Source: an optimization exercise on an open RTL-to-GDS flow (aim: small area, a short achievable clock period and few clock cycles per item). Production flows keep margins and buffers that such runs may drop. The RTL was checked by simulation tests, not by an equivalence proof against the original design. No activity file was given, so power comes from the tool's default toggle rates.

`design/flow/design.v`:
```
`timescale 1ns / 1ps
`default_nettype none
package ptrf_pkg;
   localparam int PEER_SLOTS_DEFAULT = 8;
   localparam int MODE_W   = 2;
   localparam int MAC_W    = 48;
   localparam int MEMBER_W = 8;
   localparam int SEQ_W    = 32;
   localparam int STATUS_W = 3;
   localparam int SLOT_W   = 3;
   localparam logic [MODE_W-1:0] MODE_LEARN  = 2'd0;
   localparam logic [MODE_W-1:0] MODE_ACCEPT = 2'd1;
   localparam logic [MODE_W-1:0] MODE_LOOKUP = 2'd2;
   localparam logic [MODE_W-1:0] MODE_CLEAR  = 2'd3;
   localparam logic [STATUS_W-1:0] STATUS_OK          = 3'd0;
   localparam logic [STATUS_W-1:0] STATUS_MAC_REFUSED = 3'd1;
   localparam logic [STATUS_W-1:0] STATUS_UNKNOWN     = 3'd2;
   localparam logic [STATUS_W-1:0] STATUS_FULL        = 3'd3;
   localparam logic [STATUS_W-1:0] STATUS_STALE       = 3'd4;
   localparam logic [STATUS_W-1:0] STATUS_NO_MATCH    = 3'd5;
   typedef struct packed {
      logic                valid;
      logic [MAC_W-1:0]    mac;
      logic [MEMBER_W-1:0] member;
      logic [SEQ_W-1:0]    seq;
   } entry_type;
   typedef struct packed {
      logic mac_en;
      logic seq_en;
      logic set_valid;
      logic clear_all;
   } wr_type;
   typedef struct packed {
      logic mac_eq;
      logic member_eq;
      logic seq_le;
   } match_type;
endpackage
`default_nettype wire
`timescale 1ns / 1ps
`default_nettype none
module ptrf_match (
   input  logic [ptrf_pkg::MAC_W-1:0]    slot_mac,
   input  logic [ptrf_pkg::MEMBER_W-1:0] slot_member,
   input  logic [ptrf_pkg::MAC_W-1:0]    op_mac,
   input  logic [ptrf_pkg::MEMBER_W-1:0] op_member,
   output logic                          mac_eq,
   output logic                          member_eq
);
   assign mac_eq    = (slot_mac == op_mac);
   assign member_eq = (slot_member == op_member);
endmodule
module ptrf_seq_cmp (
   input  logic [ptrf_pkg::SEQ_W-1:0] q,
   input  logic [ptrf_pkg::SEQ_W-1:0] t,
   output logic                       lt_hi,
   output logic                       eq_hi,
   output logic                       le_lo
);
   localparam int H = ptrf_pkg::SEQ_W / 2;
   assign lt_hi = (q[ptrf_pkg::SEQ_W-1:H] <  t[ptrf_pkg::SEQ_W-1:H]);
   assign eq_hi = (q[ptrf_pkg::SEQ_W-1:H] == t[ptrf_pkg::SEQ_W-1:H]);
   assign le_lo = (q[H-1:0] <= t[H-1:0]);
endmodule
`default_nettype wire
`timescale 1ns / 1ps
`default_nettype none
module ptrf_store #(
   parameter int PEER_SLOTS = ptrf_pkg::PEER_SLOTS_DEFAULT
) (
   input  logic                                     clock,
   input  logic                                     reset,
   input  logic                                     clear_all,
   input  logic [PEER_SLOTS-1:0]                    id_we,
   input  logic [PEER_SLOTS-1:0]                    set_valid,
   input  logic [ptrf_pkg::MAC_W-1:0]               wr_mac,
   input  logic [ptrf_pkg::MEMBER_W-1:0]            wr_member,
   input  logic [PEER_SLOTS-1:0]                    seq_we,
   input  logic [ptrf_pkg::SEQ_W-1:0]               wr_seq,
   output logic [PEER_SLOTS-1:0]                    valid,
   output logic [PEER_SLOTS*ptrf_pkg::MAC_W-1:0]    mac,
   output logic [PEER_SLOTS*ptrf_pkg::MEMBER_W-1:0] member,
   output logic [PEER_SLOTS*ptrf_pkg::SEQ_W-1:0]    seq
);
   logic [ptrf_pkg::SEQ_W-1:0] seq_d;
   logic [PEER_SLOTS-1:0]      seq_en;
   assign seq_d  = reset ? '0 : wr_seq;
   assign seq_en = seq_we | {PEER_SLOTS{reset}};
   always_ff @(posedge clock) begin
      if (reset) begin
         valid <= '0;
      end else if (clear_all) begin
         valid <= '0;
      end else begin
         valid <= valid | set_valid;
      end
   end
   for (genvar s = 0; s < PEER_SLOTS; s++) begin : g_slot
      always_ff @(posedge clock) begin
         if (id_we[s]) begin
            mac[s*ptrf_pkg::MAC_W +: ptrf_pkg::MAC_W]          <= wr_mac;
            member[s*ptrf_pkg::MEMBER_W +: ptrf_pkg::MEMBER_W] <= wr_member;
         end
         if (seq_en[s]) begin
            seq[s*ptrf_pkg::SEQ_W +: ptrf_pkg::SEQ_W] <= seq_d;
         end
      end
   end
endmodule
`default_nettype wire
`timescale 1ns / 1ps
`default_nettype none
module peer_table_replay_filter_top #(
   parameter int PEER_SLOTS = ptrf_pkg::PEER_SLOTS_DEFAULT
) (
   input  logic                          clock,
   input  logic                          reset,
   input  logic                          csr_write_enable,
   input  logic                          csr_write_data,
   input  logic                          req_valid,
   output logic                          req_stall,
   input  logic [ptrf_pkg::MODE_W-1:0]   req_mode,
   input  logic [ptrf_pkg::MAC_W-1:0]    req_peer_mac,
   input  logic [ptrf_pkg::MEMBER_W-1:0] req_member_id,
   input  logic [ptrf_pkg::SEQ_W-1:0]    req_sequence_req,
   input  logic                          req_reset_window,
   output logic                          rsp_valid,
   input  logic                          rsp_stall,
   output logic [ptrf_pkg::STATUS_W-1:0] rsp_status,
   output logic                          rsp_found,
   output logic [ptrf_pkg::SLOT_W-1:0]   rsp_slot,
   output logic [ptrf_pkg::MAC_W-1:0]    rsp_found_mac
);
   localparam int N      = PEER_SLOTS;
   localparam int MAC_W  = ptrf_pkg::MAC_W;
   localparam int MEM_W  = ptrf_pkg::MEMBER_W;
   localparam int SEQ_W  = ptrf_pkg::SEQ_W;
   localparam int SLOT_W = ptrf_pkg::SLOT_W;
   function automatic logic [N-1:0] lowest(input logic [N-1:0] v);
      logic [N-1:0] r;
      logic         seen;
      r    = '0;
      seen = 1'b0;
      for (int i = 0; i < N; i++) begin
         r[i] = v[i] && !seen;
         seen = seen || v[i];
      end
      lowest = r;
   endfunction
   function automatic logic [SLOT_W-1:0] encode(input logic [N-1:0] oh);
      logic [SLOT_W-1:0] r;
      r = '0;
      for (int i = 0; i < N; i++) begin
         if (oh[i]) r = r | SLOT_W'(i);
      end
      encode = r;
   endfunction
   logic                 provisioned_ff;
   logic                 b_vld_ff;
   logic [1:0]           b_mode_ff;
   logic [MAC_W-1:0]     b_mac_ff;
   logic [MEM_W-1:0]     b_member_ff;
   logic [SEQ_W-1:0]     b_seq_ff;
   logic                 b_rst_ff;
   logic [N-1:0]         b_vdm_ff;
   logic [N-1:0]         b_vdk_ff;
   logic [N-1:0]         b_vdl_ff;
   logic                 b_fwm_ff;
   logic                 b_fwk_ff;
   logic                 b_fwl_ff;
   logic [N-1:0]         b_lastwe_ff;
   logic [N-1:0]         b_prevwe_ff;
   logic                 b_fpm_ff;
   logic                 b_fpk_ff;
   logic                 b_fpl_ff;
   logic [N-1:0]         pw_we_ff;
   logic [MAC_W-1:0]     pw_mac_ff;
   logic [MEM_W-1:0]     pw_member_ff;
   logic                 c_vld_ff;
   logic                 c_acc_ff;
   logic                 c_lkp_ff;
   logic [N-1:0]         c_hit_ff;
   logic [SEQ_W-1:0]     c_seq_ff;
   logic                 c_rst_ff;
   logic [2:0]           c_status_ff;
   logic                 c_found_ff;
   logic [SLOT_W-1:0]    c_slot_ff;
   logic                 rsp_valid_ff;
   logic                 full_ff;
   logic [1:0]           rsp_status_ff;
   logic                 o_pa_ff, o_pb_ff, o_pc_ff, o_st2_ff, o_acc_ff;
   logic                 rsp_found_ff;
   logic [SLOT_W-1:0]    rsp_slot_ff;
   logic [MAC_W-1:0]     rsp_mac_ff;
   logic                 sw_first_ff;
   logic [N-1:0]         sw_hit_ff;
   logic [SEQ_W-1:0]     sw_seq_ff;
   logic out_free, c_free, b_adv, b_free;
   assign out_free  = !rsp_valid_ff || !rsp_stall;
   assign c_free    = !c_vld_ff || out_free;
   assign b_adv     = b_vld_ff && c_free;
   assign b_free    = !b_vld_ff || c_free;
   assign req_stall = full_ff && rsp_stall;
   logic [N-1:0]         t_valid;
   logic [N*MAC_W-1:0]   t_mac;
   logic [N*MEM_W-1:0]   t_member;
   logic [N*SEQ_W-1:0]   t_seq;
   logic                 clear_all;
   logic [N-1:0]         id_we, set_valid, seq_we;
   ptrf_store #(.PEER_SLOTS(N)) u_store (
      .clock       (clock),
      .reset       (reset),
      .clear_all   (clear_all),
      .id_we       (pw_we_ff),
      .set_valid   (set_valid),
      .wr_mac      (pw_mac_ff),
      .wr_member   (pw_member_ff),
      .seq_we      (seq_we),
      .wr_seq      (sw_seq_ff),
      .valid       (t_valid),
      .mac         (t_mac),
      .member      (t_member),
      .seq         (t_seq)
   );
   logic [N-1:0] in_meq, in_keq;
   logic         in_fwm, in_fwk, in_fpm, in_fpk;
   for (genvar s = 0; s < N; s++) begin : g_match
      ptrf_match u_match (
         .slot_mac    (t_mac[s*MAC_W +: MAC_W]),
         .slot_member (t_member[s*MEM_W +: MEM_W]),
         .op_mac      (req_peer_mac),
         .op_member   (req_member_id),
         .mac_eq      (in_meq[s]),
         .member_eq   (in_keq[s])
      );
   end
   ptrf_match u_match_fw (
      .slot_mac    (b_mac_ff),
      .slot_member (b_member_ff),
      .op_mac      (req_peer_mac),
      .op_member   (req_member_id),
      .mac_eq      (in_fwm),
      .member_eq   (in_fwk)
   );
   ptrf_match u_match_fp (
      .slot_mac    (pw_mac_ff),
      .slot_member (pw_member_ff),
      .op_mac      (req_peer_mac),
      .op_member   (req_member_id),
      .mac_eq      (in_fpm),
      .member_eq   (in_fpk)
   );
   logic [N-1:0] mac_hit, mem_hit;
   logic [N-1:0] learn_hit;
   logic [N-1:0] in_vdm, in_vdk;
   logic         clr_now;
   assign clr_now = b_adv && (b_mode_ff == ptrf_pkg::MODE_CLEAR);
   assign in_vdm  = (t_valid & in_meq) & {N{!clr_now}};
   assign in_vdk  = (t_valid & in_keq) & {N{!clr_now}};
   always_comb begin
      for (int s = 0; s < N; s++) begin
         mac_hit[s]   = b_lastwe_ff[s] ? b_fwm_ff : b_prevwe_ff[s] ? b_fpm_ff : b_vdm_ff[s];
         mem_hit[s]   = b_lastwe_ff[s] ? b_fwk_ff : b_prevwe_ff[s] ? b_fpk_ff : b_vdk_ff[s];
         learn_hit[s] = b_lastwe_ff[s] ? b_fwl_ff : b_prevwe_ff[s] ? b_fpl_ff : b_vdl_ff[s];
      end
   end
   logic [N-1:0]      learn_oh, free_oh, mac_oh, mem_oh;
   logic              learn_found, refused;
   logic [N-1:0]      b_we, b_set, b_hit;
   logic              b_clear, b_acc, b_lkp, b_found;
   logic [2:0]        b_status;
   logic [SLOT_W-1:0] b_slot;
   always_comb begin
      learn_oh    = lowest(learn_hit);
      free_oh     = lowest(~t_valid);
      mac_oh      = lowest(mac_hit);
      mem_oh      = lowest(mem_hit);
      learn_found = |learn_hit;
      refused     = provisioned_ff && !(|(learn_oh & mac_hit));
      b_we     = '0;
      b_set    = '0;
      b_hit    = '0;
      b_clear  = 1'b0;
      b_acc    = 1'b0;
      b_lkp    = 1'b0;
      b_found  = 1'b0;
      b_status = ptrf_pkg::STATUS_OK;
      b_slot   = '0;
      case (b_mode_ff)
         ptrf_pkg::MODE_LEARN: begin
            if (learn_found) begin
               b_found = 1'b1;
               b_slot  = encode(learn_oh);
               if (refused) begin
                  b_status = ptrf_pkg::STATUS_MAC_REFUSED;
               end else begin
                  b_we = learn_oh;
               end
            end else if (provisioned_ff) begin
               b_status = ptrf_pkg::STATUS_UNKNOWN;
            end else if (|free_oh) begin
               b_found = 1'b1;
               b_slot  = encode(free_oh);
               b_we    = free_oh;
               b_set   = free_oh;
            end else begin
               b_status = ptrf_pkg::STATUS_FULL;
            end
         end
         ptrf_pkg::MODE_ACCEPT: begin
            if (|mac_hit) begin
               b_found = 1'b1;
               b_acc   = 1'b1;
               b_hit   = mac_oh;
               b_slot  = encode(mac_oh);
            end else begin
               b_status = ptrf_pkg::STATUS_NO_MATCH;
            end
         end
         ptrf_pkg::MODE_LOOKUP: begin
            if (|mem_hit) begin
               b_found = 1'b1;
               b_lkp   = 1'b1;
               b_hit   = mem_oh;
               b_slot  = encode(mem_oh);
            end else begin
               b_status = ptrf_pkg::STATUS_NO_MATCH;
            end
         end
         default: begin
            b_clear = 1'b1;
         end
      endcase
   end
   assign id_we     = b_adv ? b_we  : '0;
   assign set_valid = b_adv ? b_set : '0;
   assign clear_all = b_adv && b_clear;
   logic [SEQ_W-1:0] cur_seq;
   logic [MAC_W-1:0] hit_mac;
   logic             t_lt_hi, t_eq_hi, t_le_lo;
   logic             f_lt_hi, f_eq_hi, f_le_lo;
   logic             o_stale, o_write, fwd;
   logic             c_accnr;
   always_comb begin
      cur_seq = '0;
      hit_mac = '0;
      for (int s = 0; s < N; s++) begin
         if (c_hit_ff[s])             cur_seq = cur_seq | t_seq[s*SEQ_W +: SEQ_W];
         if (c_hit_ff[s] && c_lkp_ff) hit_mac = hit_mac | t_mac[s*MAC_W +: MAC_W];
      end
   end
   ptrf_seq_cmp u_cmp_tab (
      .q     (c_seq_ff),
      .t     (cur_seq),
      .lt_hi (t_lt_hi),
      .eq_hi (t_eq_hi),
      .le_lo (t_le_lo)
   );
   ptrf_seq_cmp u_cmp_fwd (
      .q     (c_seq_ff),
      .t     (sw_seq_ff),
      .lt_hi (f_lt_hi),
      .eq_hi (f_eq_hi),
      .le_lo (f_le_lo)
   );
   assign o_stale = o_pa_ff || (o_pb_ff && o_pc_ff);
   assign o_write = sw_first_ff && o_acc_ff && !o_stale;
   assign fwd     = o_write && |(sw_hit_ff & c_hit_ff);
   assign c_accnr = c_acc_ff && !c_rst_ff;
   assign seq_we = o_write ? sw_hit_ff : '0;
   always_ff @(posedge clock) begin
      if (reset) begin
         provisioned_ff <= 1'b0;
         b_vld_ff       <= 1'b0;
         c_vld_ff       <= 1'b0;
         rsp_valid_ff   <= 1'b0;
         full_ff        <= 1'b0;
         sw_first_ff    <= 1'b0;
         pw_we_ff       <= '0;
      end else begin
         full_ff <= (b_free ? req_valid : b_vld_ff) &&
                    (c_free ? b_vld_ff : c_vld_ff) &&
                    (out_free ? c_vld_ff : rsp_valid_ff);
         sw_first_ff <= c_vld_ff && out_free;
         pw_we_ff   <= id_we;
         if (csr_write_enable) provisioned_ff <= csr_write_data;
         if (b_free)   b_vld_ff     <= req_valid;
         if (c_free)   c_vld_ff     <= b_vld_ff;
         if (out_free) rsp_valid_ff <= c_vld_ff;
      end
   end
   always_ff @(posedge clock) begin
      if (b_free) begin
         b_mode_ff   <= req_mode;
         b_mac_ff    <= req_peer_mac;
         b_member_ff <= req_member_id;
         b_seq_ff    <= req_sequence_req;
         b_rst_ff    <= req_reset_window;
         b_vdm_ff    <= in_vdm;
         b_vdk_ff    <= in_vdk;
         b_vdl_ff    <= in_vdm | in_vdk;
         b_fwm_ff    <= in_fwm;
         b_fwk_ff    <= in_fwk;
         b_fwl_ff    <= in_fwm || in_fwk;
         b_lastwe_ff <= id_we;
         b_prevwe_ff <= pw_we_ff & {N{!clr_now}};
         b_fpm_ff    <= in_fpm;
         b_fpk_ff    <= in_fpk;
         b_fpl_ff    <= in_fpm || in_fpk;
      end
      if (b_adv) begin
         c_acc_ff    <= b_acc;
         c_lkp_ff    <= b_lkp;
         c_hit_ff    <= b_hit;
         c_seq_ff    <= b_seq_ff;
         c_rst_ff    <= b_rst_ff;
         c_status_ff <= b_status;
         c_found_ff  <= b_found;
         c_slot_ff   <= b_slot;
      end
      pw_mac_ff    <= b_mac_ff;
      pw_member_ff <= b_member_ff;
      sw_hit_ff <= c_hit_ff;
      sw_seq_ff <= c_seq_ff;
      if (out_free && c_vld_ff) begin
         rsp_status_ff <= c_acc_ff ? 2'b00 : c_status_ff[1:0];
         o_st2_ff      <= !c_acc_ff && c_status_ff[2];
         o_acc_ff      <= c_acc_ff;
         o_pa_ff       <= c_accnr && (fwd ? f_lt_hi : t_lt_hi);
         o_pb_ff       <= c_accnr && (fwd ? f_eq_hi : t_eq_hi);
         o_pc_ff       <= fwd ? f_le_lo : t_le_lo;
         rsp_found_ff  <= c_found_ff;
         rsp_slot_ff   <= c_slot_ff;
         rsp_mac_ff    <= hit_mac;
      end
   end
   assign rsp_valid     = rsp_valid_ff;
   assign rsp_status    = {o_st2_ff || o_stale, rsp_status_ff};
   assign rsp_found     = rsp_found_ff;
   assign rsp_slot      = rsp_slot_ff;
   assign rsp_found_mac = rsp_mac_ff;
endmodule
`default_nettype wire
```
`design/flow/run.sh`:
```
#!/bin/bash
# synth_recipe.tcl (not shown) runs the flow's synth.tcl, then flattens the netlist and writes it again
# the make line also repeats each setting of config.mk as NAME=value (left out here)
make -C /OpenROAD-flow-scripts/flow DESIGN_CONFIG=/design/flow/config.mk WORK_HOME=/design/flow/orfs CLKGATE_MAP_FILE= SYNTH_SCRIPT=/design/flow/synth_recipe.tcl finish
```
`design/flow/config.mk`:
```
export PLATFORM = sky130hd
export DESIGN_NAME = peer_table_replay_filter_top
export DESIGN_NICKNAME = peer_table_replay_filter_top
export VERILOG_FILES = /design/flow/design.v
export SDC_FILE = /design/flow/constraint.sdc
export NUM_CORES = 4
export LEC_CHECK = 0
export CAP_MARGIN = 20
export CORE_MARGIN = 2
export CORE_UTILIZATION = 50
export SETUP_SLACK_MARGIN = 2.4
export SLEW_MARGIN = 20
```
`design/flow/constraint.sdc`:
```
create_clock -name core_clock -period 5.0 [get_ports {clock}]
set_input_delay 1.0000 -clock core_clock [delete_from_list [all_inputs] [get_ports {clock}]]
set_output_delay 1.0000 -clock core_clock [all_outputs]
set_load 0.01 [all_outputs]
```
==> flow_metrics.tcl, run 1 <==
set metrics [dict create \
    hpwlAfterDp_mm 108.7 \
    holdWs_ps 382.8 \
    root_cell_of_the_clock_tree "clkbuf_16" \
    syn_area_um2 44290 \
    areaGrowthSynthToFinish_pct 21.58 \
    finalNonFillerCells 4556 \
    synth-main-ff-cell "edfxtp_1" \
    fraction_of_final_layout_cells_sized_beyond_drive_strength_1_pct 19.65 \
    input_output_buffers 153 \
    ys_async_sr_fraction_pct 0 \
    core_region_area_um2 88100 \
    maxCapViolations 0 \
    grt_first_pass_wirelength_mm 217.0 \
    mappedNetlistNets 3121 \
    worst_skew_pair.late_latency_ps 700 \
    run_status "timing/DRC/antenna clean" \
    floorplan.rows 109 \
    finalSetupViolations 0 \
    yosys_warnings 2 \
    cts_tree "yes" \
    die_area_um2 90980 \
    clock-skew-final_ps 20.65 \
    rsz0062_at_grt "true" \
    grt_pass1_vias 27660 \
    timing.critical_path.fanout_max 4 \
    syn_inst 2955 \
    static-leakage-power_nw 18.94 \
    clkSlewWorstSetupHoldPaths_ps 60 \
    drt_first_pass_iters 5 \
    wire_per_inst_um 34.75 \
    fin_crit_ps 2741 \
    chipWidth_um 301.6 \
    finalMaxSlewViolations 0 \
    synthSimpleGateAreaFrac_pct 6.785 \
    worst_slew_pin_slew_ps 1220 \
    num_vias 28960 \
    last_weighted_congestion_value_of_the_routability_driven_placer 1.006 \
    clk_path_buf_depth 3 \
    post_synth_edffs 950 \
    yosys-top-cells-area "edfxtp_1 64%, xor2_1 5.9%, a22oi_1 5.6%" \
    peakVddDrop_v 0.0003601 \
    final_nets 3459 \
    hold_viol_final 0 \
    synthMuxAreaShare_pct 0.7768 \
    synth_top_family_by_area "XOR/XNOR gates" \
    antenna_found_initial 8 \
    max_freq_ghz 0.3649 \
    track_usage_pct 34.44 \
    synth_seq_area_share_pct 69.74 \
    final_common_cell "edfxtp_1" \
    setup.worst_path.class "register to register" \
    die_y_um 301.6 \
    syn-mean-instance-area_um2 14.99 \
    synth.distinct_cells 69 \
    number_of_instances_in_the_placed_design 4218 \
    netlist.area_leader.share_pct 64.41 \
    initial_core_util_pct 50.27 \
    synth-seq-cells 1068 \
    avgViaCountPerCell 6.356 \
    power_density_normalized_to_cell_area_nw_per_um2 370.0 \
    start_kind "register" \
    min_path_type "register to register" \
    setup-tns-final_ps 0 \
    initialDrtViolationCount 4037 \
    cts.sinks 1068 \
    detail-route-antenna-nets 0 \
    drt_wl_total_mm 158.3 \
    critPathArrivalTime_ps 3270 \
    timing.critical_path.to_type "register" \
    drc_violations 0 \
    maximum_number_of_pins_on_one_net_before_global_route_repair 95 \
    most-common-layout-cells "950 x edfxtp_1, 306 x a22oi_1, 281 x xor2_1" \
    synth_compound_gate_area_share_pct 8.975 \
    hold_buffers 0 \
    cts_htree_levels 3 \
    tritoncts.num_buffers 109 \
    grt_remaining_overflow 0 \
    synth.largest_area_cell "edfxtp_1" \
    worst_slew_margin_rel_pct 18.68 \
    timing.critical_path.required_ps 5530 \
    period_share_pct 54.81 \
    io-pin-count 154 \
    synth_adder_area_share_pct 1.972 \
    layout.core_utilization_pct 61.12 \
    synthXorXnorAreaFrac_pct 9.749 \
    filler_cell_count 6694 \
]
## kinds of logic after synthesis
kind of cell    count (synthesis)
mux                            33
xor+xnor                      493
buf+inv                       233
flops                        1068
compound gates                546
simple gates                  512
fa+ha+maj                      70
## path summary, 6_finish.rpt
check | from | to | slack, ps | cells after the start
hold reg to reg | c_seq_ff[0]$_DFFE_PP_ | sw_seq_ff[0]$_DFF_P_ | 380 | 0
setup / recovery | c_hit_ff[4]$_DFFE_PP_ | o_pc_ff$_DFFE_PP_ | 2260 | 11
setup reg to reg | c_hit_ff[4]$_DFFE_PP_ | o_pc_ff$_DFFE_PP_ | 2260 | 11
hold / removal | c_seq_ff[0]$_DFFE_PP_ | sw_seq_ff[0]$_DFF_P_ | 380 | 0
## synthesized netlist by cell type, types with 5 or more instances
cell and instances:
a22oi_1 332, o2bb2ai_1 9, o221ai_1 6, nor4_1 88, and4_1 31, mux2_2 8, a221oi_1 19, dfxtp_1 118
and2_1 21, o21ai_0 37, o21a_1 15, a22o_1 6, edfxtp_1 950, buf_2 9, inv_1 91, mux2i_1 24
nand2_1 63, or4_1 7, nor3b_1 5, nand3_1 13, nor2b_1 23, nor3_1 20, or2_2 10, o22ai_1 28
xnor2_1 193, buf_1 16, xor2_1 300, a21oi_1 30, nor2_1 60, and3_1 5, nand2b_1 13, a21o_1 20
nand4_1 133, or3_1 6, ha_1 69, clkbuf_1 116
## area by class of cell
| type | count | area, um^2 | area share, % |
|---|---|---|---|
| sequential | 1068 | 30900 | 57.39 |
| multi-input combinational | 1654 | 13930 | 25.88 |
| timing repair buffer | 369 | 3432 | 6.373 |
| clock buffer | 150 | 3055 | 5.674 |
| tap | 1165 | 1458 | 2.707 |
| clock inverter | 57 | 688.2 | 1.278 |
| inverter | 91 | 374.1 | 0.6947 |
| antenna | 2 | 5.005 | 0.009294 |
## what timing repair did
| item | CTS | global route |
|---|---|---|
| setup endpoints to repair | 137 | 53 |
| hold endpoints to repair | 0 | 0 |
| setup buffers | 62 | 62 |
| gates cloned | 1 | 4 |
| resized for setup | 316 | 186 |
| pin swaps | 51 | 57 |
## worst max-delay path: stages, from the launching register on
cell,delay (ps)
edfxtp_1,420
buf_12,170
buf_4,150
a22oi_2,140
and4_4,290
ha_4,210
a21o_1,150
a21o_1,200
a221oi_4,280
o221ai_2,140
a32oi_1,210
buf_4,210
## layer usage
| layer | up-vias | GRT usage [%] | part of all wire, % |
|---|---|---|---|
| li1 | 12150 | - | - |
| met1 | 14860 | 48.32 | 40 |
| met2 | 1655 | 53.84 | 46 |
| met3 | 290 | 6.613 | 9.0 |
| met4 | 12 | 12.34 | 4.4 |
| met5 | - | 0 | 0.052 |
## flip-flops by register name, summed over array words and instances (netlist names), 3 cells and up
signal          flops
b_vdl_ff            8
b_vdk_ff            8
rsp_mac_ff         48
c_status_ff         3
rsp_slot_ff         3
u_store.valid       8
sw_seq_ff          32
u_store.mac       384
pw_mac_ff          48
b_prevwe_ff         8
c_seq_ff           32
u_store.seq       256
pw_member_ff        8
b_seq_ff           32
b_mac_ff           48
pw_we_ff            8
c_hit_ff            8
b_member_ff         8
sw_hit_ff           8
c_slot_ff           3
u_store.member     64
b_lastwe_ff         8
b_vdm_ff            8
## per-stage QoR
step	setup WS [ps]	instance area, um^2	power, mW
final	2259	53850	19.92
after global placement	779.4	47510	11.45
after floorplan	1685	44370	10.84
after CTS	2325	52760	19.90
after detailed placement	859.1	47520	11.47
after global routing	2153	53840	20.43
## report_power, final
group	leakage, nW	switching [mW]	internal (mW)	total, mW
sequential	10.2	0.160	9.96	10.1
combinational	6.97	0.870	0.482	1.35
clock	1.81	3.45	5.00	8.45
total	18.9	4.48	15.4	19.9
Testbench counts, summed over its fixed seeds: cycles 6,448, requests 6,400.
==> run 2, diff against run 1 <==
--- a/design/flow/config.mk
+++ b/design/flow/config.mk
@@ -9,4 +9,4 @@
 export CORE_MARGIN = 2
 export CORE_UTILIZATION = 50
-export SETUP_SLACK_MARGIN = 2.4
+export SETUP_SLACK_MARGIN = 2.7
 export SLEW_MARGIN = 20
==> run 2 against run 1 <==
  * Still clean on timing, DRC and antenna
  * Clock power barely moved
  * Worst hold slack got worse by 1.4 ps
  * Worst setup slack improved by 39 ps
  * Fmax grew 1.4%
  * Cell count grew 0.42%
  * Routed wire length grew 5.3%
  * Critical path type unchanged
  * Critical endpoint unchanged
  * Highest routed layer unchanged
==> flow_metrics.tcl, run 2 <==
set metrics [dict create \
    worst_slack_ps 2298 \
    finalSetupViolations 0 \
    clock-skew-final_ps 33.47 \
    rr_worst_depth 11 \
    yosys-top-cells-area "edfxtp_1 64%, xor2_1 5.9%, a22oi_1 5.6%" \
    grt_first_pass_wirelength_mm 221.4 \
    critPathArrivalTime_ps 3230 \
    yosys_warnings 2 \
    fin_crit_ps 2702 \
    combPwrFrac_pct 7.2 \
    die_y_um 301.6 \
    r2r_setup_slk_ps 2300 \
    initialDrtViolationCount 4228 \
    core_region_area_um2 88100 \
    hpwlAfterDp_mm 109.7 \
    die_area_um2 90980 \
    period_share_pct 54.03 \
    min_path_cells 0 \
    mappedNetlistNets 3121 \
    input_output_buffers 153 \
    synth_seq_area_share_pct 69.74 \
    clkSlewWorstSetupHoldPaths_ps 60 \
    detail-route-antenna-nets 0 \
    root_cell_of_the_clock_tree "clkbuf_16" \
    syn-mean-instance-area_um2 14.99 \
    power.clock.fraction_pct 42.3 \
    worst_slew_pin_slew_ps 1313 \
    fraction_of_final_layout_cells_sized_beyond_drive_strength_1_pct 24.89 \
    avgViaCountPerCell 6.383 \
    track_usage_pct 35.27 \
    setup.worst_path.class "register to register" \
    synth-seq-cells 1068 \
    last_weighted_congestion_value_of_the_routability_driven_placer 1.059 \
    run_status "timing/DRC/antenna clean" \
    maximum_number_of_pins_on_one_net_before_global_route_repair 64 \
    post_synth_edffs 950 \
    final_nets 3477 \
    hold_end "sw_seq_ff[0]$_DFF_P_" \
    io-pin-count 154 \
    timing.critical_path.required_ps 5530 \
    grt_pass1_vias 28150 \
    power_switching_mw 4.635 \
    maxCapViolations 0 \
    synth_top_family_by_area "XOR/XNOR gates" \
    timing.critical_path.to_type "register" \
    hold_buffers 0 \
    max_freq_ghz 0.3701 \
    syn_area_um2 44290 \
    layout_top_registers "u_store.mac x384, u_store.seq x256, u_store.member x64" \
    synth.distinct_cells 69 \
    worst-path-buf-inv 3 \
    p_seq_share_pct 50.5 \
    initial_core_util_pct 50.27 \
    largest_register_ffs 384 \
    count_leader_synth "edfxtp_1" \
    tritoncts.num_buffers 108 \
    ys_async_sr_fraction_pct 0 \
    synth_common_cells "950 x edfxtp_1, 332 x a22oi_1, 300 x xor2_1, 193 x xnor2_1, 133 x nand4_1" \
    most-common-layout-cells "950 x edfxtp_1, 305 x a22oi_1, 276 x xor2_1" \
    chipWidth_um 301.6 \
    final_common_cell "edfxtp_1" \
    cpMaxStageDelayCell "edfxtp_1" \
    synth-main-ff-cell "edfxtp_1" \
    ff_to_ff_end "o_pc_ff$_DFFE_PP_" \
    rsz0062_at_grt "true" \
    switching_share_pct 23.15 \
    grt_remaining_overflow 0 \
    finalMaxSlewViolations 0 \
    start_kind "register" \
    largest-register "u_store.mac" \
    synth.largest_area_cell "edfxtp_1" \
    filler_cell_count 6566 \
    wire_per_inst_um 36.44 \
    netlist.area_leader.share_pct 64.41 \
    synthSimpleGateAreaFrac_pct 6.785 \
    worst_skew_pair.late_latency_ps 720 \
    hold_viol_final 0 \
    drc_violations 0 \
    cp_top_family "compound AO/OA/AOI/OAI gates" \
    timing.critical_path.fanout_max 4 \
    synthMuxAreaShare_pct 0.7768 \
    cts.sinks 1068 \
    clk_path_buf_depth 3 \
    timing.rr.start "c_hit_ff[5]$_DFFE_PP_" \
    num_vias 29200 \
    setup_slack_at_placement_ps 508.7 \
    syn_inst 2955 \
    cp-startpoint "c_hit_ff[5]$_DFFE_PP_" \
    setup-tns-final_ps 0 \
    crit_chain "buf_12 > buf_4 > a22oi_2 > and4_4 > ha_4 > a21o_1 > a21o_1 > a221oi_2 > o221ai_1 > a32oi_1 > buf_4" \
    int_power_mw 15.39 \
    synthXorXnorAreaFrac_pct 9.749 \
    synth_adder_area_share_pct 1.972 \
    peakVddDrop_v 0.0003469 \
    timing.critical_path.slowest_cell_delay_ps 410 \
    cts_tree "yes" \
    power_density_normalized_to_cell_area_nw_per_um2 366.1 \
    worst_slew_margin_rel_pct 12.45 \
    antenna_found_initial 9 \
    drt_wl_total_mm 166.7 \
    cts_htree_levels 3 \
    floorplan.rows 109 \
    drt_first_pass_iters 6 \
    min_path_type "register to register" \
    areaGrowthSynthToFinish_pct 23.46 \
    static-leakage-power_nw 19.10 \
    hold_start "c_seq_ff[0]$_DFFE_PP_" \
    synth_compound_gate_area_share_pct 8.975 \
]
-- run 2: cell counts after synthesis --
No cell type changed its count.
-- run 2: metal layers --
| layer | wire length [um] | global-route usage, % |
|---|---|---|
| met1 | 65040 | 48.51 |
| met4 | 8602 | 15.68 |
| met5 | 46 | 0 |
| met2 | 76570 | 54.92 |
| met3 | 16440 | 6.678 |
-- run 2: area by class of cell --
type	count	area (um^2)	share of cell area, %
repair buffers	380	3354	6.134
clock buffers	142	2972	5.434
well taps	1165	1458	2.666
clock inverters	64	770.7	1.409
inverters	91	380.4	0.6956
diodes	3	7.507	0.01373
flip-flops and latches	1068	30900	56.51
multi-input cells	1662	14840	27.13
-- run 2: cells by family after synthesis --
group	count (synthesis)
muxes	33
buffers and inverters	233
DFF	1068
AOI/OAI and AO/OA	546
and+or+nand+nor	512
adders and majority gates	70
xor gates and xnor gates	493
-- run 2: stage by stage --
stage	hold slack [ps]	cells	power [mW]	util [%]	instance area (um^2)
final	381.4	4575	20.02	62.07	54680
after global routing	391.7	4573	20.50	62.06	54680
after CTS	380.6	4529	20.00	61.01	53750
after detailed placement	366.0	4212	11.48	53.96	47540
after global placement	367.7	4212	11.46	53.96	47540
after floorplan	346.2	2955	10.84	-	44500
-- run 2: how the worst max path moves through the flow --
| stage | slack (ps) | cells after the start | to |
|---|---|---|---|
| detailed placement | 510 | 7 | b_vdl_ff[0]$_DFFE_PN_ |
| CTS | 2370 | 13 | o_pa_ff$_DFFE_PP_ |
| finish | 2300 | 11 | o_pc_ff$_DFFE_PP_ |
| global route | 2170 | 12 | o_pc_ff$_DFFE_PP_ |
| floorplan | 1680 | 7 | b_vdl_ff[5]$_DFFE_PN_ |
| global placement | 520 | 7 | b_vdl_ff[0]$_DFFE_PN_ |
-- run 2: what timing repair did --
| item | CTS | global route |
|---|---|---|
| pin swaps | 117 | 84 |
| cloned | 3 | 7 |
| setup buffers | 108 | 36 |
| gates resized for setup | 747 | 163 |
| endpoints found under the setup margin | 168 | 68 |
| hold endpoints to repair | 0 | 0 |
-- run 2: power groups by stage --
stage / Combinational [mW] / Clock (mW) / Sequential (mW)
global route: 1.48 / 8.89 / 10.1
finish: 1.43 / 8.47 / 10.1
global placement: 1.16 / 0 / 10.3
detailed placement: 1.17 / 0 / 10.3
floorplan: 0.605 / 0 / 10.2
CTS: 1.34 / 8.55 / 10.1
-- run 2: worst register-to-register path: stages, from the launching register on --
cell and delay [ps]:
edfxtp_1 410, buf_12 170, buf_4 150, a22oi_2 160, and4_4 280, ha_4 220, a21o_1 150, a21o_1 170
a221oi_2 250, o221ai_1 150, a32oi_1 230, buf_4 220
==> run 3, diff against run 2 <==
--- a/design/flow/config.mk
+++ b/design/flow/config.mk
@@ -9,4 +9,5 @@
 export CORE_MARGIN = 2
 export CORE_UTILIZATION = 50
-export SETUP_SLACK_MARGIN = 2.7
+export PLACE_DENSITY = 0.75
+export SETUP_SLACK_MARGIN = 2.5
 export SLEW_MARGIN = 20
==> run 3 against run 2 <==
  * Still clean on timing, DRC and antenna
  * Worst setup slack lost 12 ps
  * Cell count decreased by 0.39%
  * Clock skew increased by 7.0 ps
  * Count of clock-buffer cells in the layout increased by 1
  * Synthesized cell count is the same
  * Clock power shrank 5.2%
  * Non-clock buffer count fell by 7
  * Final area is 1.2% lower
  * Critical path depth rose by 1
  * Critical endpoint unchanged
==> flow_metrics.tcl, run 3 <==
set metrics [dict create \
    count_leader_synth "edfxtp_1" \
    rr_worst_depth 12 \
    die_y_um 301.6 \
    timing.critical_path.slowest_cell_delay_ps 490 \
    wire_per_inst_um 33.22 \
    clk_path_buf_depth 3 \
    largest_register_ffs 384 \
    cp-startpoint "c_hit_ff[2]$_DFFE_PP_" \
    setup-tns-final_ps 0 \
    synth_adder_area_share_pct 1.972 \
    worst_slew_pin_slew_ps 1178 \
    root_cell_of_the_clock_tree "clkbuf_16" \
    timing.critical_path.to_type "register" \
    netlist.area_leader.share_pct 64.41 \
    final_nets 3462 \
    power.clock.fraction_pct 41.1 \
    period_share_pct 54.27 \
    int_power_mw 15.00 \
    synth_compound_gate_area_share_pct 8.975 \
    yosys_warnings 2 \
    mappedNetlistNets 3121 \
    hold_viol_final 0 \
    maximum_number_of_pins_on_one_net_before_global_route_repair 61 \
    initialDrtViolationCount 4553 \
    max_freq_ghz 0.3685 \
    drt_wl_total_mm 151.4 \
    hpwlAfterDp_mm 98.03 \
    finalSetupViolations 0 \
    synth.largest_area_cell "edfxtp_1" \
    largest-register "u_store.mac" \
    cts.sinks 1068 \
    synth-seq-cells 1068 \
    post_synth_edffs 950 \
    clkSlewWorstSetupHoldPaths_ps 60 \
    timing.critical_path.required_ps 5510 \
    min_path_cells 0 \
    layout_top_registers "u_store.mac x384, u_store.seq x256, u_store.member x64" \
    last_weighted_congestion_value_of_the_routability_driven_placer 1.070 \
    worst-path-buf-inv 2 \
    cp_top_family "compound AO/OA/AOI/OAI gates" \
    use_met2_pct 49.48 \
    start_kind "register" \
    final_common_cell "edfxtp_1" \
    synth_common_cells "950 x edfxtp_1, 332 x a22oi_1, 300 x xor2_1, 193 x xnor2_1, 133 x nand4_1" \
    most-common-layout-cells "950 x edfxtp_1, 301 x a22oi_1, 280 x xor2_1" \
    worst_skew_pair.late_latency_ps 690 \
    input_output_buffers 153 \
    initial_core_util_pct 50.27 \
    switching_share_pct 23.14 \
    io-pin-count 154 \
    finalMaxSlewViolations 0 \
    layer_with_the_highest_usage_after_global_routing "met2" \
    cpMaxStageDelayCell "edfxtp_1" \
    detail-route-antenna-nets 0 \
    timing.critical_path.fanout_max 7 \
    areaGrowthSynthToFinish_pct 22.00 \
    combPwrFrac_pct 7.0 \
    hold_buffers 0 \
    use_met1_pct 44.28 \
    clock-skew-final_ps 40.52 \
    synth_top_family_by_area "XOR/XNOR gates" \
    worst_slew_margin_rel_pct 21.50 \
    maxCapViolations 0 \
    layout.core_utilization_pct 61.34 \
    antenna_found_initial 16 \
    avgViaCountPerCell 6.530 \
    drt_first_pass_iters 6 \
    syn_inst 2955 \
    floorplan.rows 109 \
    num_vias 29760 \
    grt_remaining_overflow 0 \
    drc_violations 0 \
    cts_htree_levels 3 \
    synth_seq_area_share_pct 69.74 \
    setup.worst_path.class "register to register" \
    synth.distinct_cells 69 \
    syn-mean-instance-area_um2 14.99 \
    grt.met3_usage_pct 8.393 \
    synthMuxAreaShare_pct 0.7768 \
    die_area_um2 90980 \
    rsz0062_at_grt "true" \
    cts_tree "yes" \
    power_switching_mw 4.518 \
    synthSimpleGateAreaFrac_pct 6.785 \
    syn_area_um2 44290 \
    fin_crit_ps 2714 \
    r2r_setup_slk_ps 2290 \
    timing.rr.start "c_hit_ff[2]$_DFFE_PP_" \
    min_path_type "register to register" \
    static-leakage-power_nw 18.88 \
    ys_async_sr_fraction_pct 0 \
    peakVddDrop_v 0.0003966 \
    synth-main-ff-cell "edfxtp_1" \
    run_status "timing/DRC/antenna clean" \
    core_region_area_um2 88100 \
    yosys-top-cells-area "edfxtp_1 64%, xor2_1 5.9%, a22oi_1 5.6%" \
    synthXorXnorAreaFrac_pct 9.749 \
    track_usage_pct 32.24 \
    path_common_cell "buf_12" \
    hold_start "b_mac_ff[38]$_DFFE_PN_" \
    grt_pass1_vias 28060 \
    chipWidth_um 301.6 \
    hold_end "pw_mac_ff[38]$_DFF_P_" \
    p_seq_share_pct 51.9 \
    grt_first_pass_wirelength_mm 207.5 \
    tritoncts.num_buffers 106 \
    critPathArrivalTime_ps 3230 \
    ff_to_ff_end "o_pc_ff$_DFFE_PP_" \
    fraction_of_final_layout_cells_sized_beyond_drive_strength_1_pct 20.93 \
    power_density_normalized_to_cell_area_nw_per_um2 361.2 \
    crit_chain "buf_12 > buf_12 > a22oi_2 > and4_2 > ha_4 > nor2b_1 > o21ai_1 > nand2b_1 > a21oi_2 > o21a_1 > o221ai_4 > a32oi_2" \
]
[run 3: power by group through the flow]
stage	Sequential [mW]	Clock, mW	Combinational, mW
5_1_grt	10.1	8.40	1.40
3_5_place_dp	10.3	0	1.11
3_3_place_gp	10.3	0	1.10
4_1_cts	10.1	8.04	1.23
2_1_floorplan	10.2	0	0.596
6_report	10.1	8.03	1.36
[run 3: per-layer routing]
metal	up-vias	share of wire, %	routed length [um]
met2	2268	45	67900
li1	12150	-	-
met3	431	13	18940
met5	-	0.068	103
met1	14890	38	57020
met4	16	4.9	7434
[run 3: layout make-up]
class,count,area (um^2)
Clock inverter,57,541.8
Sequential cell,1068,30900
Antenna cell,4,10.01
Clock buffer,143,2973
Multi-Input combinational cell,1656,14310
Timing Repair Buffer,373,3488
Fill cell,6453,34060
Tap cell,1165,1458
Inverter,91,362.8
[run 3: repair_timing]
action                     in CTS  in global routing
setup buffers                  81                 59
resized for setup             358                238
pin swaps                      83                 85
setup endpoints to repair     454                 84
cloned                          8                  3
[run 3: cell families (layout without fill, tap and decap cells)]
group,Yosys count,count (layout)
compound gates,546,546
simple gates,512,514
flops,1068,1068
mux,33,33
xor+xnor,493,493
fa+ha+maj,70,70
buf+inv,233,664
other cells,0,4
[run 3: worst reg2reg max path: stages, from the launching register on]
cell	delay, ps
edfxtp_1	490
buf_12	200
buf_12	130
a22oi_2	150
and4_2	280
ha_4	210
nor2b_1	130
o21ai_1	140
nand2b_1	100
a21oi_2	130
o21a_1	190
o221ai_4	120
a32oi_2	280
[run 3: stage by stage]
step	instances	setup WS, ps	hold WS [ps]	area [um^2]	power, mW
floorplan	2955	1685	346.2	44370	10.84
global placement	4201	829.0	366.3	47400	11.40
detailed placement	4201	808.0	373.6	47400	11.42
CTS	4490	2316	372.3	52780	19.39
global route	4553	2204	392.0	54030	19.95
finish	4557	2286	372.4	54040	19.52
[run 3: worst max-delay path by stage]
stage / end / slack, ps / cells after the start
3_3_place_gp: b_fwl_ff$_DFFE_PN_ / 830 / 6
3_5_place_dp: b_vdl_ff[0]$_DFFE_PN_ / 810 / 8
6_report: o_pc_ff$_DFFE_PP_ / 2290 / 12
2_1_floorplan: b_vdl_ff[5]$_DFFE_PN_ / 1680 / 7
5_1_grt: o_pa_ff$_DFFE_PP_ / 2200 / 12
4_1_cts: rsp_status[2] / 2320 / 3
==> run 4, diff against run 3 <==
--- a/design/flow/config.mk
+++ b/design/flow/config.mk
@@ -9,5 +9,6 @@
 export CORE_MARGIN = 2
 export CORE_UTILIZATION = 50
-export PLACE_DENSITY = 0.75
+export CTS_CLUSTER_DIAMETER = 60
+export CTS_CLUSTER_SIZE = 24
 export SETUP_SLACK_MARGIN = 2.5
 export SLEW_MARGIN = 20
==> run 4 against run 3 <==
  * Die area is the same
  * Routed wire length grew 6.4%
  * Global-route usage grew 2.2 points
  * Worst hold slack gained 19 ps
  * Non-clock buffer count grew 12
  * Register-to-register slack is essentially flat
  * Synthesized cell count is the same
  * Still clean on timing, DRC and antenna
  * Clock power shrank 13%
  * Fmax grew 0.18%
  * Critical path type unchanged
  * Worst setup slack gained 4.9 ps
  * Cell count shrank 0.94%
  * Critical path depth shrank 1
==> flow_metrics.tcl, run 4 <==
set metrics [dict create \
    run_status "timing/DRC/antenna clean" \
    combPwrFrac_pct 7.6 \
    filler_cell_count 6660 \
    cp_num_cells 11 \
    finalSetupViolations 0 \
    setup-tns-final_ps 0 \
    input_output_buffers 153 \
    drt_first_pass_iters 6 \
    power_switching_mw 4.660 \
    timing.critical_path.required_ps 5510 \
    chipWidth_um 301.6 \
    io-pin-count 154 \
    start_kind "register" \
    die_y_um 301.6 \
    timing.rr.start "c_hit_ff[5]$_DFFE_PP_" \
    r2r_setup_slk_ps 2290 \
    clock-skew-final_ps 30.77 \
    cp_top_family "compound AO/OA/AOI/OAI gates" \
    netlist.area_leader.share_pct 64.41 \
    initial_core_util_pct 50.27 \
    yosys_warnings 2 \
    worst-path-buf-inv 3 \
    power.clock.fraction_pct 37.7 \
    synth.largest_area_cell "edfxtp_1" \
    ff_to_ff_end "o_pc_ff$_DFFE_PP_" \
    period_share_pct 54.17 \
    worst_slew_pin_slew_ps 1248 \
    crit_chain "buf_12 > buf_12 > a22oi_2 > and4_4 > ha_4 > a21o_1 > a21o_1 > a221oi_2 > o221ai_1 > a32oi_1 > buf_4" \
    count_leader_synth "edfxtp_1" \
    hpwlAfterDp_mm 108.7 \
    p_seq_share_pct 54.7 \
    drt_wl_total_mm 161.0 \
    min_path_type "register to register" \
    grt_pass1_vias 27580 \
    switching_share_pct 25.23 \
    power_density_normalized_to_cell_area_nw_per_um2 344.2 \
    rr_worst_depth 11 \
    core_region_area_um2 88100 \
    maxCapViolations 0 \
    post_synth_edffs 950 \
    worst_slack_ps 2291 \
    antenna_found_initial 6 \
    synth-seq-cells 1068 \
    fraction_of_final_layout_cells_sized_beyond_drive_strength_1_pct 20.91 \
    initialDrtViolationCount 4049 \
    floorplan.rows 109 \
    worst_slew_margin_rel_pct 16.80 \
    syn-mean-instance-area_um2 14.99 \
    syn_area_um2 44290 \
    hold_viol_final 0 \
    clkSlewWorstSetupHoldPaths_ps 80 \
    synth_seq_area_share_pct 69.74 \
    areaGrowthSynthToFinish_pct 21.17 \
    cts.sinks 1068 \
    endpoint "o_pc_ff$_DFFE_PP_" \
    largest_register_ffs 384 \
    root_cell_of_the_clock_tree "clkbuf_16" \
    max_freq_ghz 0.3692 \
    timing.critical_path.slowest_cell_delay_ps 420 \
    last_weighted_congestion_value_of_the_routability_driven_placer 1.006 \
    int_power_mw 13.81 \
    cts_tree "yes" \
    die_area_um2 90980 \
    hold_buffers 0 \
    most-common-layout-cells "950 x edfxtp_1, 314 x a22oi_1, 278 x xor2_1" \
    timing.critical_path.to_type "register" \
    synth_common_cells "950 x edfxtp_1, 332 x a22oi_1, 300 x xor2_1, 193 x xnor2_1, 133 x nand4_1" \
    setup.worst_path.class "register to register" \
    syn_inst 2955 \
    maximum_number_of_pins_on_one_net_before_global_route_repair 95 \
    tritoncts.num_buffers 78 \
    rsz0062_at_grt "true" \
    ys_async_sr_fraction_pct 0 \
    finalMaxSlewViolations 0 \
    layout_top_registers "u_store.mac x384, u_store.seq x256, u_store.member x64" \
    critPathArrivalTime_ps 3220 \
    timing.critical_path.fanout_max 9 \
    grt_remaining_overflow 0 \
    cpMaxStageDelayCell "edfxtp_1" \
    mappedNetlistNets 3121 \
    worst_skew_pair.late_latency_ps 670 \
    synth-main-ff-cell "edfxtp_1" \
    static-leakage-power_nw 18.68 \
    yosys-top-cells-area "edfxtp_1 64%, xor2_1 5.9%, a22oi_1 5.6%" \
    setup_slack_at_placement_ps 859.1 \
    synth.distinct_cells 69 \
    final_nets 3447 \
    num_vias 28840 \
    cts_htree_levels 3 \
    detail-route-antenna-nets 0 \
    peakVddDrop_v 0.0003275 \
    drc_violations 0 \
    largest-register "u_store.mac" \
    final_common_cell "edfxtp_1" \
    track_usage_pct 34.48 \
    fin_crit_ps 2709 \
    wire_per_inst_um 35.67 \
    clk_path_buf_depth 3 \
    grt_first_pass_wirelength_mm 217.2 \
    cp-startpoint "c_hit_ff[5]$_DFFE_PP_" \
    avgViaCountPerCell 6.389 \
]
## run 4: cell counts after synthesis
Identical to the previous run, type by type.
## run 4: routing by layer
layer / GRT usage (%) / share of wire [%]
met1: 47.64 / 40
met3: 6.419 / 9.2
met5: 0.7407 / 0.090
met2: 54.77 / 47
met4: 12.40 / 4.3
## run 4: worst min-delay path by stage
| stage | startpoint | to | slack (ps) | cells after the start |
|---|---|---|---|---|
| after floorplan | c_hit_ff[0]$_DFFE_PP_ | sw_hit_ff[0]$_DFF_P_ | 350 | 0 |
| after global placement | c_seq_ff[0]$_DFFE_PP_ | sw_seq_ff[0]$_DFF_P_ | 360 | 0 |
| after detailed placement | c_seq_ff[0]$_DFFE_PP_ | sw_seq_ff[0]$_DFF_P_ | 370 | 0 |
| after CTS | b_mac_ff[45]$_DFFE_PN_ | pw_mac_ff[45]$_DFF_P_ | 380 | 0 |
| after global routing | b_mac_ff[1]$_DFFE_PN_ | pw_mac_ff[1]$_DFF_P_ | 400 | 0 |
| final | c_seq_ff[0]$_DFFE_PP_ | sw_seq_ff[0]$_DFF_P_ | 390 | 0 |
## run 4: power by group through the flow
| stage | clock [mW] | combinational [mW] | sequential, mW |
|---|---|---|---|
| after CTS | 7.05 | 1.30 | 10.1 |
| after detailed placement | 0 | 1.16 | 10.3 |
| final | 6.97 | 1.40 | 10.1 |
| after floorplan | 0 | 0.596 | 10.2 |
| after global placement | 0 | 1.16 | 10.3 |
| after global routing | 7.37 | 1.45 | 10.1 |
## run 4: what timing repair did
item | CTS | global route
cloned | 6 | 6
gates resized for setup | 439 | 208
setup buffers | 91 | 45
pin swaps | 73 | 71
setup endpoints to repair | 416 | 48
## run 4: cell families after synthesis
kind of cell | count (synthesis) | share of synthesized area [%]
AND/OR/NAND/NOR | 512 | 6.785
buffers and inverters | 233 | 2.003
adder cells (fa/ha/maj) | 70 | 1.972
AO/OA/AOI/OAI | 546 | 8.975
multiplexers | 33 | 0.7768
flip-flops | 1068 | 69.74
XOR/XNOR | 493 | 9.749
## run 4: area by class of cell
class | count | area (um^2) | share of cell area [%]
well taps | 1165 | 1458 | 2.716
flip-flops and latches | 1068 | 30900 | 57.58
clock inverters | 59 | 764.5 | 1.424
repair buffers | 385 | 3583 | 6.677
diodes | 2 | 5.005 | 0.009325
clock buffers | 87 | 2071 | 3.858
multi-input cells | 1657 | 14510 | 27.04
inverters | 91 | 376.6 | 0.7017
## run 4: stage by stage
step | hold slack [ps] | std cells | total power [mW] | util [%] | area (um^2)
5_1_grt | 397.2 | 4512 | 18.94 | 60.91 | 53670
3_3_place_gp | 364.1 | 4218 | 11.45 | 53.93 | 47510
4_1_cts | 383.2 | 4461 | 18.45 | 59.60 | 52510
6_report | 391.0 | 4514 | 18.47 | 60.92 | 53670
3_5_place_dp | 373.8 | 4218 | 11.47 | 53.93 | 47520
2_1_floorplan | 346.2 | 2955 | 10.84 | - | 44370
## run 4: worst register-to-register path: stages, from the launching register on
cell,delay [ps]
edfxtp_1,420
buf_12,170
buf_12,150
a22oi_2,160
and4_4,290
ha_4,210
a21o_1,150
a21o_1,180
a221oi_2,250
o221ai_1,160
a32oi_1,220
buf_4,200
==> run 5, diff against run 4 <==
--- a/design/flow/config.mk
+++ b/design/flow/config.mk
@@ -9,6 +9,7 @@
 export CORE_MARGIN = 2
 export CORE_UTILIZATION = 50
-export CTS_CLUSTER_DIAMETER = 60
-export CTS_CLUSTER_SIZE = 24
+export CTS_BUF_LIST = sky130_fd_sc_hd__clkbuf_8
+export CTS_CLUSTER_DIAMETER = 50
+export CTS_CLUSTER_SIZE = 20
 export SETUP_SLACK_MARGIN = 2.5
 export SLEW_MARGIN = 20
==> run 5 against run 4 <==
  * Still clean on timing, DRC and antenna
  * Synthesized cell count stayed put
  * Core utilization is 1.2 points lower
  * Clock power is 9.2% lower
  * Critical path depth is 2 lower
  * Non-clock buffer count is 31 lower
  * Combinational power is 5% lower
  * Critical path type unchanged
  * Sequential share of layout area is 1.2 points higher
  * Power is 3.8% lower
  * Largest power group unchanged
  * Register-to-register slack worse by 20 ps
==> flow_metrics.tcl, run 5 <==
set metrics [dict create \
    worst_skew_pair.late_latency_ps 800 \
    areaGrowthSynthToFinish_pct 18.77 \
    initialDrtViolationCount 3769 \
    hold_buffers 0 \
    worst_slew_margin_rel_pct 20.32 \
    setup.worst_path.class "register to register" \
    floorplan.rows 109 \
    timing.critical_path.fanout_max 7 \
    ys_async_sr_fraction_pct 0 \
    count_leader_synth "edfxtp_1" \
    finalMaxSlewViolations 0 \
    synth_common_cells "950 x edfxtp_1, 332 x a22oi_1, 300 x xor2_1, 193 x xnor2_1, 133 x nand4_1" \
    grt_pass1_vias 27440 \
    cp_top_family "simple AND/OR/NAND/NOR gates" \
    max_freq_ghz 0.3671 \
    mappedNetlistNets 3121 \
    hpwlAfterDp_mm 108.7 \
    final_common_cell "edfxtp_1" \
    drt_wl_total_mm 157.9 \
    synth_compound_gate_area_share_pct 8.975 \
    min_path_type "register to register" \
    period_share_pct 54.48 \
    largest-register "u_store.mac" \
    clkSlewWorstSetupHoldPaths_ps 110 \
    worst_slew_pin_slew_ps 1195 \
    fraction_of_final_layout_cells_sized_beyond_drive_strength_1_pct 20.83 \
    drt_first_pass_iters 6 \
    synth-main-ff-cell "edfxtp_1" \
    layout_top_registers "u_store.mac x384, u_store.seq x256, u_store.member x64" \
    clk_path_buf_depth 3 \
    post_synth_edffs 950 \
    synth_seq_area_share_pct 69.74 \
    r2r_setup_slk_ps 2280 \
    synth_top_family_by_area "XOR/XNOR gates" \
    track_usage_pct 34.27 \
    largest_register_ffs 384 \
    cts_tree "yes" \
    setup-tns-final_ps 0 \
    syn_area_um2 44290 \
    maxCapViolations 0 \
    syn_inst 2955 \
    timing.critical_path.required_ps 5700 \
    grt_first_pass_wirelength_mm 215.7 \
    worst-path-buf-inv 2 \
    synth.distinct_cells 69 \
    rsz0062_at_grt "true" \
    clock-skew-final_ps 29.08 \
    most-common-layout-cells "950 x edfxtp_1, 312 x a22oi_1, 287 x xor2_1" \
    timing.critical_path.to_type "register" \
    yosys-top-cells-area "edfxtp_1 64%, xor2_1 5.9%, a22oi_1 5.6%" \
    last_weighted_congestion_value_of_the_routability_driven_placer 1.006 \
    chipWidth_um 301.6 \
    yosys_warnings 2 \
    synthSimpleGateAreaFrac_pct 6.785 \
    static-leakage-power_nw 18.22 \
    core_region_area_um2 88100 \
    synth_adder_area_share_pct 1.972 \
    initial_core_util_pct 50.27 \
    num_vias 28730 \
    start_kind "register" \
    wire_per_inst_um 34.76 \
    tritoncts.num_buffers 110 \
    die_area_um2 90980 \
    critPathArrivalTime_ps 3420 \
    power_density_normalized_to_cell_area_nw_per_um2 337.7 \
    run_status "timing/DRC/antenna clean" \
    io-pin-count 154 \
    netlist.area_leader.share_pct 64.41 \
    timing.critical_path.slowest_cell_delay_ps 550 \
    syn-mean-instance-area_um2 14.99 \
    cpMaxStageDelayCell "edfxtp_1" \
    cts_htree_levels 3 \
    synthMuxAreaShare_pct 0.7768 \
    power.total_mw 17.77 \
    cts.sinks 1068 \
    avgViaCountPerCell 6.322 \
    finalSetupViolations 0 \
    input_output_buffers 153 \
    synth-seq-cells 1068 \
    synthXorXnorAreaFrac_pct 9.749 \
    synth.largest_area_cell "edfxtp_1" \
    path_common_cell "or3_4" \
    die_y_um 301.6 \
    fin_crit_ps 2724 \
    filler_cell_count 6795 \
    antenna_found_initial 8 \
    grt_remaining_overflow 0 \
    hold_viol_final 0 \
    drc_violations 0 \
    final_nets 3445 \
    root_cell_of_the_clock_tree "clkbuf_8" \
    crit_chain "buf_6 > mux2i_4 > o21ai_4 > nor4_4 > buf_4 > nand4_4 > or3_4 > or3_4 > o22ai_4" \
    peakVddDrop_v 0.0002762 \
    detail-route-antenna-nets 0 \
    maximum_number_of_pins_on_one_net_before_global_route_repair 95 \
]
## run 5: where the power goes
group | switching [mW] | total, mW | internal (mW)
logic | 0.863 | 1.33 | 0.470
clock network | 3.53 | 6.33 | 2.80
registers | 0.161 | 10.1 | 9.94
total | 4.56 | 17.8 | 13.2
## run 5: logic make-up after synthesis
kind of cell | count (synthesis)
compound gates | 546
xor+xnor | 493
fa+ha+maj | 70
buf+inv | 233
flops | 1068
mux | 33
simple gates | 512
## run 5: metrics by stage
stage	utilization (%)	instances	setup WS, ps	cell area (um^2)	hold WS (ps)
2_1_floorplan	-	2955	1685	44370	346.2
3_3_place_gp	53.93	4218	779.4	47510	364.1
3_5_place_dp	53.93	4218	859.1	47520	373.8
4_1_cts	58.39	4488	2265	51440	370.0
5_1_grt	59.71	4542	2207	52600	365.1
6_report	59.71	4544	2276	52610	372.5
## run 5: worst paths after layout
path | startpoint | end | depth (start not counted)
setup / recovery | b_fpl_ff$_DFFE_PN_ | pw_we_ff[2]$_SDFF_PP0_ | 9
hold / removal | b_mac_ff[34]$_DFFE_PN_ | pw_mac_ff[34]$_DFF_P_ | 0
setup reg to reg | b_fpl_ff$_DFFE_PN_ | pw_we_ff[2]$_SDFF_PP0_ | 9
hold reg to reg | b_mac_ff[34]$_DFFE_PN_ | pw_mac_ff[34]$_DFF_P_ | 0
## run 5: area by class of cell
class,count,area (um^2),area share (%)
diodes,4,10.01,0.01903
clock buffers,113,1555,2.956
clock inverters,95,1003,1.907
inverters,91,374.1,0.7111
multi-input cells,1654,14020,26.65
flip-flops and latches,1068,30900,58.74
well taps,1165,1458,2.771
repair buffers,354,3287,6.248
## run 5: routing by layer
layer / wire [um] / part of all wire (%) / GRT usage (%) / up-vias
li1: - / - / - / 12100
met1: 64260 / 41 / 48.12 / 14790
met2: 73480 / 47 / 53.39 / 1544
met3: 13320 / 8.4 / 6.455 / 281
met4: 6815 / 4.3 / 12.81 / 8
met5: 57 / 0.036 / 0 / -
## run 5: timing repair
item / CTS / global route
endpoints found under the setup margin: 413 / 61
setup buffers: 62 / 48
pin swaps: 42 / 78
cloned: 0 / 4
resized for setup: 395 / 193
==> run 6, diff against run 5 <==
--- a/design/flow/config.mk
+++ b/design/flow/config.mk
@@ -8,8 +8,6 @@
 export CAP_MARGIN = 20
 export CORE_MARGIN = 2
-export CORE_UTILIZATION = 50
+export CORE_UTILIZATION = 60
 export CTS_BUF_LIST = sky130_fd_sc_hd__clkbuf_8
-export CTS_CLUSTER_DIAMETER = 50
-export CTS_CLUSTER_SIZE = 20
 export SETUP_SLACK_MARGIN = 2.5
 export SLEW_MARGIN = 20
==> run 6 against run 5 <==
  * Still clean on timing, DRC and antenna
  * Cell count fell by 2.9%
  * Critical path depth rose by 1
  * Via count rose by 3.7%
  * Routed wire length fell by 2.7%
  * Worst hold slack improved by 8.8 ps
  * Highest routed layer unchanged
==> flow_metrics.tcl, run 6 <==
set metrics [dict create \
    timing.critical_path.to_type "register" \
    timing.critical_path.required_ps 5570 \
    avgViaCountPerCell 6.754 \
    path_common_cell "buf_4" \
    layout_top_registers "u_store.mac x384, u_store.seq x256, u_store.member x64" \
    synthMuxAreaShare_pct 0.7768 \
    synth.distinct_cells 69 \
    drt_first_pass_iters 17 \
    synth-seq-cells 1068 \
    largest-register "u_store.mac" \
    most-common-layout-cells "950 x edfxtp_1, 304 x a22oi_1, 292 x xor2_1" \
    power_switching_mw 4.531 \
    floorplan.rows 99 \
    power.clock.fraction_pct 39.0 \
    finalNonFillerCells 4412 \
    cpMaxStageDelayCell "a32oi_4" \
    worst_skew_pair.late_latency_ps 820 \
    count_leader_synth "edfxtp_1" \
    die_area_um2 76010 \
    clk_path_buf_depth 3 \
    setup.worst_path.class "register to register" \
    cts.sinks 1068 \
    worst-path-buf-inv 3 \
    final_nets 3478 \
    rsz0062_at_grt "true" \
    antenna_found_initial 11 \
    detail-route-antenna-nets 0 \
    post_synth_edffs 950 \
    max_freq_ghz 0.3400 \
    hold_viol_final 0 \
    tritoncts.num_buffers 163 \
    met3_wirelength_mm 17.13 \
    syn_inst 2955 \
    initial_core_util_pct 60.61 \
    filler_cell_count 4466 \
    timing.critical_path.fanout_max 8 \
    clock-skew-final_ps 33.29 \
    switching_share_pct 24.14 \
    fin_crit_ps 2942 \
    synth_seq_area_share_pct 69.74 \
    cp_top_family "compound AO/OA/AOI/OAI gates" \
    largest_register_ffs 384 \
    yosys_warnings 2 \
    met2WireLength_mm 70.44 \
    fraction_of_final_layout_cells_sized_beyond_drive_strength_1_pct 20.85 \
    maximum_number_of_pins_on_one_net_before_global_route_repair 124 \
    start_kind "register" \
    synth.largest_area_cell "edfxtp_1" \
    synthSimpleGateAreaFrac_pct 6.785 \
    die_y_um 275.7 \
    core_region_area_um2 73080 \
    io-pin-count 154 \
    synth_common_cells "950 x edfxtp_1, 332 x a22oi_1, 300 x xor2_1, 193 x xnor2_1, 133 x nand4_1" \
    synth-main-ff-cell "edfxtp_1" \
    synthXorXnorAreaFrac_pct 9.749 \
    worst_slew_margin_rel_pct 18.21 \
    static-leakage-power_nw 18.72 \
    finalSetupViolations 0 \
    crit_chain "buf_4 > buf_6 > buf_4 > a22oi_1 > and4_2 > ha_4 > a21o_1 > a221oi_4 > o221ai_4 > a32oi_4" \
    finalMaxSlewViolations 0 \
    synth_compound_gate_area_share_pct 8.975 \
    grt_first_pass_wirelength_mm 211.1 \
    netlist.area_leader.share_pct 64.41 \
    syn_area_um2 44290 \
    cts_htree_levels 4 \
    areaGrowthSynthToFinish_pct 19.51 \
    p_seq_share_pct 54.0 \
    input_output_buffers 153 \
    maxCapViolations 0 \
    clkSlewWorstSetupHoldPaths_ps 60 \
    root_cell_of_the_clock_tree "clkbuf_8" \
    drt_wl_total_mm 153.6 \
    track_usage_pct 40.01 \
    final_common_cell "edfxtp_1" \
    hold_buffers 0 \
    hpwlAfterDp_mm 103.4 \
    grt_remaining_overflow 0 \
    yosys-top-cells-area "edfxtp_1 64%, xor2_1 5.9%, a22oi_1 5.6%" \
    synth_adder_area_share_pct 1.972 \
    critPathArrivalTime_ps 3510 \
    drc_violations 0 \
    period_share_pct 58.83 \
    ys_async_sr_fraction_pct 0 \
    number_of_instances_in_the_placed_design 3997 \
    chipWidth_um 275.7 \
    initialDrtViolationCount 4888 \
    min_path_type "register to register" \
    peakVddDrop_v 0.0003650 \
    mappedNetlistNets 3121 \
    grt_pass1_vias 28640 \
    syn-mean-instance-area_um2 14.99 \
    last_weighted_congestion_value_of_the_routability_driven_placer 1.067 \
    timing.critical_path.slowest_cell_delay_ps 470 \
    cts_tree "yes" \
    num_vias 29800 \
    synth_top_family_by_area "XOR/XNOR gates" \
    combPwrFrac_pct 7.0 \
    routedLengthMet1_mm 56.21 \
    wire_per_inst_um 34.81 \
    power_density_normalized_to_cell_area_nw_per_um2 354.6 \
    setup-tns-final_ps 0 \
    int_power_mw 14.24 \
    worst_slew_pin_slew_ps 1227 \
    run_status "timing/DRC/antenna clean" \
    highest-signal-layer "met5" \
]
==> run 6: changes by cell type in the layout (fill, tap and decap cells not counted), moves of 10 or more <==
cell             previous run  this run
inv_1                      91       143
clkinv_4                   12         0
clkdlybuf4s15_1            21        36
dlygate4sd2_1              15         3
inv_8                      16         6
clkbuf_8                  113       191
buf_6                      43        26
clkinvlp_4                 17         3
inv_6                      16         2
clkinv_1                    4        21
==> run 6: cell type report <==
class | count | area, um^2 | share of cell area (%)
clock inverter | 111 | 678.2 | 1.281
timing repair buffer | 333 | 3083 | 5.824
inverter | 91 | 351.6 | 0.6642
sequential | 1068 | 30900 | 58.38
antenna | 4 | 10.01 | 0.01891
tap | 959 | 1200 | 2.267
clock buffer | 191 | 2629 | 4.966
multi-input combinational | 1655 | 14080 | 26.60
==> run 6: logic make-up after synthesis <==
logic type / Yosys count
xor gates and xnor gates: 493
and+or+nand+nor: 512
adders and majority gates: 70
AOI/OAI and AO/OA: 546
DFF: 1068
buffers and inverters: 233
muxes: 33
==> run 6: worst reg2reg max path, delay by kind of cell (launching register included) <==
family / cells / cell delay, ps
AND/OR/NAND/NOR: 1 / 320
AO/OA/AOI/OAI: 5 / 1330
buffers and inverters: 3 / 480
adder cells (fa/ha/maj): 1 / 220
flip-flops: 1 / 350
==> run 6: through the flow <==
| stage | hold slack, ps | instance area (um^2) | power [mW] | worst slack, ps | util (%) |
|---|---|---|---|---|---|
| global placement | 366.4 | 47190 | 11.41 | 691.0 | 64.57 |
| finish | 381.3 | 52930 | 18.77 | 2058 | 72.43 |
| detailed placement | 368.2 | 47200 | 11.44 | 715.3 | 64.58 |
| global route | 387.5 | 52920 | 19.25 | 2051 | 72.42 |
| CTS | 386.0 | 52220 | 18.67 | 2242 | 71.45 |
| floorplan | 346.2 | 44370 | 10.84 | 1685 | - |
==> run 6: path summary, 6_finish.rpt <==
path,to,from,depth (start not counted),slack (ps)
max,o_pc_ff$_DFFE_PP_,c_hit_ff[4]$_DFFE_PP_,10,2060
min reg2reg,sw_seq_ff[0]$_DFF_P_,c_seq_ff[0]$_DFFE_PP_,0,380
max reg2reg,o_pc_ff$_DFFE_PP_,c_hit_ff[4]$_DFFE_PP_,10,2060
min,sw_seq_ff[0]$_DFF_P_,c_seq_ff[0]$_DFFE_PP_,0,380
==> run 6: repair_timing <==
item,4_1_cts,5_1_grt
gates cloned,2,1
setup buffers,82,24
endpoints found under the setup margin,158,55
gates resized for setup,422,134
pin swaps,76,48
==> run 6: power groups by stage <==
stage,Combinational [mW],Sequential (mW),Clock [mW]
after floorplan,0.596,10.2,0
after global placement,1.11,10.3,0
after detailed placement,1.13,10.3,0
after CTS,1.24,10.1,7.32
after global routing,1.35,10.1,7.75
final,1.32,10.1,7.32
==> run 6: per-layer routing <==
layer,vias to the layer above,track usage [%]
li1,12200,-
met1,14900,53.02
met2,2234,62.29
met3,456,8.960
met4,14,21.18
met5,-,0

## what the ideal ports hide
In the flow no input, the clock included, has a driving cell. The finished layouts below were timed again as built, in two steps. Step 1 (the two cells are an assumption about what drives the block):
set clk [get_ports {clock}]
set_driving_cell -lib_cell sky130_fd_sc_hd__clkbuf_16 $clk
set_driving_cell -lib_cell sky130_fd_sc_hd__buf_2 [delete_from_list [all_inputs] $clk]
Step 2 also shifts input and output timing later by t, the mid clock arrival at the registers, as if the neighbouring blocks saw the same clock. Three values: no drivers, after step 1, after step 2; two values: the first two.
run | t (ns) | setup WS [ns] | hold slack, ns
run 1 | 0.760 | 2.259 / 2.259 / 1.629 | 0.383 / 0.383 / 0.383
run 2 | 0.771 | 2.298 / 2.298 / 1.826 | 0.381 / 0.381 / 0.381
run 3 | 0.740 | 2.286 / 2.286 / 1.655 | 0.372 / 0.372 / 0.372
run 4 | 0.726 | 2.291 / 2.291 / 1.717 | 0.391 / 0.391 / 0.391
run 5 | 0.851 | 2.276 / 2.276 / 1.590 | 0.373 / 0.373 / 0.373
run 6 | 0.867 | 2.058 / 2.058 / 1.554 | 0.381 / 0.381 / 0.381
After both steps setup and hold are still met in every run listed. For run 5, which loses most, drivers alone change the setup slack by 0.000 ns; drivers and shift together by -0.686 ns.
